What follows belongs to an exercise in optimizing a design on an open flow for small area and a short achievable clock period; a production flow would make more cautious choices. RTL that was checked went through simulation tests only; none was proved equivalent to the original. Power and IR drop assume default switching activity.

Design efi_dot_product_accum_top, start of the top module:
module efi_dot_product_accum_top (
   input  logic         clk0,
   input  logic         aclr0,
   input  logic         ena,
   input  logic         in_valid,
   input  logic         in_first,
   input  logic         in_last,
   input  logic [63:0]  ax,
   input  logic [63:0]  ay,
   output logic         out_valid,
   output logic [47:0]  result,
   output logic         out_overflow
);
clock: 7.5 ns
lec_check: 0
abc_area: 1
cap_margin: 20
core_margin: 2
core_utilization: 40
cts_buf_list: sky130_fd_sc_hd__clkbuf_8
cts_cluster_diameter: 100
cts_cluster_size: 14
setup_slack_margin: 3.85
slew_margin: 20
synth_hierarchical: 1
tns_end_percent: 10
standard.sh (not shown) runs the stock make flow with config.mk's settings and CLKGATE_MAP_FILE= SYNTH_SCRIPT=/design/flow/synth_recipe.tcl, a recipe that flattens the netlist after the stock synthesis.
==> flow/flow/run.sh <==
#!/bin/bash
# The standard layout (the standard.sh, unchanged synthesis), with the
# port buffers that placement inserts made plain buf_2 cells instead of the
# delay buffers buffer_ports picks by default.
set -euo pipefail
export BUFFER_PORTS_ARGS="-buffer_cell sky130_fd_sc_hd__buf_2"
bash standard.sh > standard.log 2>&1
The baseline ran to the end with no violations.
Then changed:
==> flow/flow/run.sh (replaced) <==
#!/bin/bash
# The standard layout (the standard.sh, unchanged synthesis), with the
# port buffers that placement inserts made plain buf_1 cells instead of the
# delay buffers buffer_ports picks by default.
set -euo pipefail
export BUFFER_PORTS_ARGS="-buffer_cell sky130_fd_sc_hd__buf_1"
bash standard.sh > standard.log 2>&1
Settings changed: SETUP_SLACK_MARGIN 3.85 to 3.7, TNS_END_PERCENT 10 to unset.
What happened: The changed run produced a clean layout. Synthesized cell count does not change. Design area came out lower by 0.33%. Worst hold slack got worse by 9.4 ps. Sequential share of layout area rises by 0.12 points. Via count rose by 0.41%. Worst setup slack gets worse by 60 ps. Global-route usage climbs by 0.35 points. Wire length goes up by 2.2%. Cell count barely changes.
Then changed:
==> flow/flow/run.sh (replaced) <==
#!/bin/bash
# The standard layout (the standard.sh, unchanged synthesis), with the
# port buffers that placement inserts made plain buf_2 cells instead of the
# delay buffers buffer_ports picks by default.
set -euo pipefail
export BUFFER_PORTS_ARGS="-buffer_cell sky130_fd_sc_hd__buf_2"
bash standard.sh > standard.log 2>&1
Settings changed: CORE_UTILIZATION 40 to 55, SETUP_SLACK_MARGIN 3.7 to 3.85.
What happened: The new run finished with timing, DRC and antenna clean. Global-route usage is higher by 9.1 points. Count of clock-buffer cells in the layout is lower by 2. Core utilization is higher by 16 points. Wire length is higher by 0.68%.
Then changed:
Settings changed: CORE_UTILIZATION 55 to 40, CTS_CLUSTER_DIAMETER 100 to unset, CTS_CLUSTER_SIZE 14 to unset, SETUP_SLACK_MARGIN 3.85 to 4.3, TNS_END_PERCENT set to 10.
After rerunning: Routed wire length shrinks by 1.0%. Global-route usage came out lower by 9.3 points. Sequential power fell by 4.0%. Final cell count goes up by 14%. Power is higher by 7.3%. Die area came out higher by 37%. Utilization came out lower by 12 points. Worst hold slack degrades by 8.7 ps. Synthesized area is unchanged. Design area increases by 9.9%. Register-to-register slack improved by 310 ps.

Another version of the RTL of efi_dot_product_accum_top (not shown whole).
For scale: roughly 4000 cells after synthesis, roughly 540 flip-flops, roughly 180 I/O pins.
Settings: LEC_CHECK=0, ABC_AREA=1, CAP_MARGIN=20, CORE_MARGIN=2, CORE_UTILIZATION=60, SETUP_SLACK_MARGIN=4.0, SLEW_MARGIN=20, SYNTH_HIERARCHICAL=1; clock period 7.5 ns.
run.sh (not shown) runs the stock make flow with config.mk's settings and CLKGATE_MAP_FILE= SYNTH_SCRIPT=/design/flow/synth_recipe.tcl, a recipe that flattens the netlist after the stock synthesis.
Stock flow here: none of the scripts above is used.
The baseline went through all stages and came out clean.
Then changed:
--- a/flow/config.mk
+++ b/flow/config.mk
@@ -10,4 +10,4 @@
 export CORE_MARGIN = 2
-export CORE_UTILIZATION = 60
-export SETUP_SLACK_MARGIN = 4.0
+export CORE_UTILIZATION = 40
+export SETUP_SLACK_MARGIN = 3.6
 export SLEW_MARGIN = 20
Result: Via count shrinks by 6.6%; global-route usage shrinks by 15 points; fmax shrinks by 8.4%; combinational power shrinks by about 8%; register-to-register slack got worse by 330 ps; power shrinks by 2.5%.
No functional check of the RTL was part of any run of this note.

efi_dot_product_accum_top with an RTL version that a note above also has.
Size in the first run: ~3700 cells after synthesis, roughly 570 flip-flops, roughly 180 I/O pins.
clock: 7.5 ns
lec_check: 0
abc_area: 1
cap_margin: 20
core_margin: 2
core_utilization: 40
cts_buf_list: sky130_fd_sc_hd__clkbuf_8
cts_cluster_diameter: 100
cts_cluster_size: 14
setup_slack_margin: 4.0
slew_margin: 20
synth_hierarchical: 1
standard.sh (not shown) runs the stock make flow with config.mk's settings and CLKGATE_MAP_FILE= SYNTH_SCRIPT=/design/flow/synth_recipe.tcl, a recipe that flattens the netlist after the stock synthesis.
==> flow/flow/run.sh <==
#!/bin/bash
# The standard layout (the standard.sh, unchanged synthesis), with the
# port buffers that placement inserts made plain buf_2 cells instead of the
# delay buffers buffer_ports picks by default.
set -euo pipefail
export BUFFER_PORTS_ARGS="-buffer_cell sky130_fd_sc_hd__buf_2"
bash standard.sh > standard.log 2>&1
Rerun with:
--- a/flow/config.mk
+++ b/flow/config.mk
@@ -14,3 +14,3 @@
 export CTS_CLUSTER_SIZE = 14
-export SETUP_SLACK_MARGIN = 4.0
+export SETUP_SLACK_MARGIN = 3.85
 export SLEW_MARGIN = 20
Utilization barely changes.
Register-to-register slack improves by 0.03 ns.
Total power stays flat.
Design area is about the same.
Sequential share of layout area barely changes.
Worst setup slack is better by 0.026 ns.
Area after synthesis is unchanged.
Worst hold slack is about the same.
Rerun with:
--- a/flow/config.mk
+++ b/flow/config.mk
@@ -12,5 +12,3 @@
 export CTS_BUF_LIST = sky130_fd_sc_hd__clkbuf_8
-export CTS_CLUSTER_DIAMETER = 100
-export CTS_CLUSTER_SIZE = 14
-export SETUP_SLACK_MARGIN = 3.85
+export SETUP_SLACK_MARGIN = 4.0
 export SLEW_MARGIN = 20
Result: Utilization climbs by 1.1 points. Final area is higher by 2.5%. Clock-buffer cell count grows by 56. Area after synthesis is unchanged. Synthesized cell count is unchanged. Cell count climbs by 2.2%. Sequential share of layout area fell by 0.90 points. Wire length climbs by about 0.4%. Global-route usage grows by 0.13 points. Total power came out higher by 4.9%.
Rerun with:
==> flow/flow/run.sh (replaced) <==
#!/bin/bash
# The standard layout (the standard.sh, unchanged synthesis), with the
# port buffers that placement inserts made plain buf_1 cells instead of the
# delay buffers buffer_ports picks by default.
set -euo pipefail
export BUFFER_PORTS_ARGS="-buffer_cell sky130_fd_sc_hd__buf_1"
bash standard.sh > standard.log 2>&1
--- a/flow/config.mk
+++ b/flow/config.mk
@@ -12,3 +12,5 @@
 export CTS_BUF_LIST = sky130_fd_sc_hd__clkbuf_8
-export SETUP_SLACK_MARGIN = 4.0
+export CTS_CLUSTER_DIAMETER = 100
+export CTS_CLUSTER_SIZE = 14
+export SETUP_SLACK_MARGIN = 3.85
 export SLEW_MARGIN = 20
The new run went through all stages and came out clean. Sequential power hardly moves. Critical path depth does not change. Register-to-register slack loses 0.02 ns. Final area goes down by a few percent. Global-route usage went up by 0.22 points. Fmax shrinks slightly. Die area is unchanged. Combinational power stays flat.
Rerun with:
--- a/flow/config.mk
+++ b/flow/config.mk
@@ -14,3 +14,3 @@
 export CTS_CLUSTER_SIZE = 14
-export SETUP_SLACK_MARGIN = 3.85
+export SETUP_SLACK_MARGIN = 4.0
 export SLEW_MARGIN = 20
The new run ran to the end with no violations.
Maximum frequency barely changes.
Total power stays flat.
Count of clock-buffer cells in the layout does not change.
Die area stays the same.
Via count is about the same.
Hold slack barely changes.
Worst setup slack improved by 0.0051 ns.
Final area barely changes.
Global-route usage hardly moves.
Wire length barely changes.
Core utilization hardly moves.
Rerun with:
--- a/flow/config.mk
+++ b/flow/config.mk
@@ -14,4 +14,5 @@
 export CTS_CLUSTER_SIZE = 14
-export SETUP_SLACK_MARGIN = 4.0
+export SETUP_SLACK_MARGIN = 4.2
 export SLEW_MARGIN = 20
 export SYNTH_HIERARCHICAL = 1
+export TNS_END_PERCENT = 10
Effect: Synthesized area is unchanged. Global-route usage stays flat. Total power grows by 0.60%.

lane 1:
Another version of the RTL of efi_dot_product_accum_top (not shown whole).
For scale: roughly 4300 cells after synthesis, ~540 flip-flops, ~0.044 sq mm of cells after synthesis.
export LEC_CHECK = 0
export ABC_AREA = 1
export CAP_MARGIN = 20
export CORE_MARGIN = 2
export CORE_UTILIZATION = 40
export SLEW_MARGIN = 20
export SYNTH_HIERARCHICAL = 1
create_clock -name core_clock -period 7.5 [get_ports {clk0}]
run.sh (not shown) runs the stock make flow with config.mk's settings and CLKGATE_MAP_FILE= SYNTH_SCRIPT=/design/flow/synth_recipe.tcl, a recipe that flattens the netlist after the stock synthesis.
Stock flow here: none of the scripts above is used.
What lane 2 does differently from lane 1 at the input level:
- setting SETUP_SLACK_MARGIN to 4.0 for the first time
Comparing lane 2 against lane 1, there is no change at all in sequential cell count.
Looking at sequential fraction of total cell area, lane 2 sits below lane 1.
For via count normalized by instance count, lane 2 and lane 1 come out practically identical.
The global-route usage over all layers of lane 1 and that of lane 2 are within noise of each other.
When lane 2 is measured against lane 1, its post-detailed-route wirelength per cell turns out about 0.7% lower.
| final cell count without fillers | lane 2 vs lane 1 | 70 higher |
The run showing the smaller number of fill cells in the layout is lane 2.
Routing usage on met2 in lane 2 is 0.16 points above lane 1.
Diff lane 1 -> lane 2: hold slack has remained practically unchanged, wire length on met1 fell by 2.2 mm, largest fanout on the critical path shrank by 4.

efi_dot_product_accum_top, a different RTL version from the one above (not shown whole).
Size in the first run: about 570 flip-flops, ~180 I/O pins, about 0.044 mm^2 of cells after synthesis.
Design efi_dot_product_accum_top, start of the top module:
module efi_dot_product_accum_top (
   input  logic         clk0,
   input  logic         aclr0,
   input  logic         ena,
   input  logic         in_valid,
   input  logic         in_first,
   input  logic         in_last,
   input  logic [63:0]  ax,
   input  logic [63:0]  ay,
   output logic         out_valid,
   output logic [47:0]  result,
   output logic         out_overflow
);
export LEC_CHECK = 0
export ABC_AREA = 1
export CAP_MARGIN = 20
export CORE_MARGIN = 2
export CORE_UTILIZATION = 40
export CTS_BUF_LIST = sky130_fd_sc_hd__clkbuf_8
export SETUP_SLACK_MARGIN = 4.0
export SLEW_MARGIN = 20
export SYNTH_HIERARCHICAL = 1
create_clock -name core_clock -period 7.5 [get_ports {clk0}]
standard.sh (not shown) runs the stock make flow with config.mk's settings and CLKGATE_MAP_FILE= SYNTH_SCRIPT=/design/flow/synth_recipe.tcl, a recipe that flattens the netlist after the stock synthesis.
==> flow/flow/run.sh <==
#!/bin/bash
# The standard layout (the standard.sh, unchanged synthesis), with the
# port buffers that placement inserts made plain buf_2 cells instead of the
# delay buffers buffer_ports picks by default.
set -euo pipefail
export BUFFER_PORTS_ARGS="-buffer_cell sky130_fd_sc_hd__buf_2"
bash standard.sh > standard.log 2>&1
The first run passed the timing, DRC and antenna checks.
Change:
==> flow/run.sh (new file) <==
#!/bin/bash
# synth_recipe.tcl (not shown) runs the flow's synth.tcl, then flattens the netlist and writes it again
# the make line also repeats each setting of config.mk as NAME=value (left out here)
make -C /OpenROAD-flow-scripts/flow DESIGN_CONFIG=/design/flow/config.mk WORK_HOME=/design/flow/orfs CLKGATE_MAP_FILE= SYNTH_SCRIPT=/design/flow/synth_recipe.tcl finish
removed: flow/flow/run.sh
removed: flow/standard.sh
What happened: Total power went up by about 0.6%. Maximum frequency went down by about 0.7%. Setup slack is worse by 0.025 ns. Synthesized cell count stays the same.

## port drivers added, routing unchanged
The results above use ideal ports. As a check the final layouts listed here were re-extracted and re-timed, cells and wires unchanged. Step 1, drivers: a clkbuf_16 drives clk0 and a buf_2 each remaining input, both assumed. Step 2 also shifts input and output timing later by t, the mid clock arrival at the registers, as if the neighbouring blocks saw the same clock. Three values: ideal, step 1, step 2; two values: the first two.
run | t (ns) | slack for setup (ns) | worst setup path at the end | pins driven straight from the clock port
the first run of note 1 | 0.790 | 4.101 / 4.101 / 3.823 | input to register | 1
the second run of note 1 | 0.801 | 4.041 / 4.041 / 3.565 | input to register | 1
the third run of note 1 | 0.760 | 3.965 / 3.965 / 3.665 | input to register | 1
the fourth run of note 1 | 0.819 | 4.273 / 4.273 / 3.825 | input to register | 1
the first run of note 2 | 0.728 | 3.933 / 3.933 / 3.552 | input to register | 1
the second run of note 2 | 0.718 | 3.606 / 3.606 / 3.606 | register to register | 1
the first run of note 3 | 0.789 | 4.075 / 4.075 / 3.822 | input to register | 1
the second run of note 3 | 0.790 | 4.101 / 4.101 / 3.823 | input to register | 1
the third run of note 3 | 0.819 | 4.047 / 4.047 / 3.844 | input to register | 1
the fourth run of note 3 | 0.803 | 4.032 / 4.032 / 3.558 | input to register | 1
the fifth run of note 3 | 0.801 | 4.037 / 4.037 / 3.561 | input to register | 1
the sixth run of note 3 | 0.799 | 4.111 / 4.111 / 3.560 | input to register | 1
lane 1 | 0.721 | 3.144 / 3.144 / 3.144 | register to register | 1
lane 2 | 0.714 | 3.970 / 3.970 / 3.503 | input to register | 1
the first run of note 5 | 0.825 | 3.999 / 3.999 / 3.581 | input to register | 1
the second run of note 5 | 0.823 | 3.973 / 3.973 / 3.593 | input to register | 1
After both steps every run listed still meets setup and hold. The setup slack of the sixth run of note 3, which loses most, moves by 0.000 ns with the drivers and by -0.551 ns with both steps.
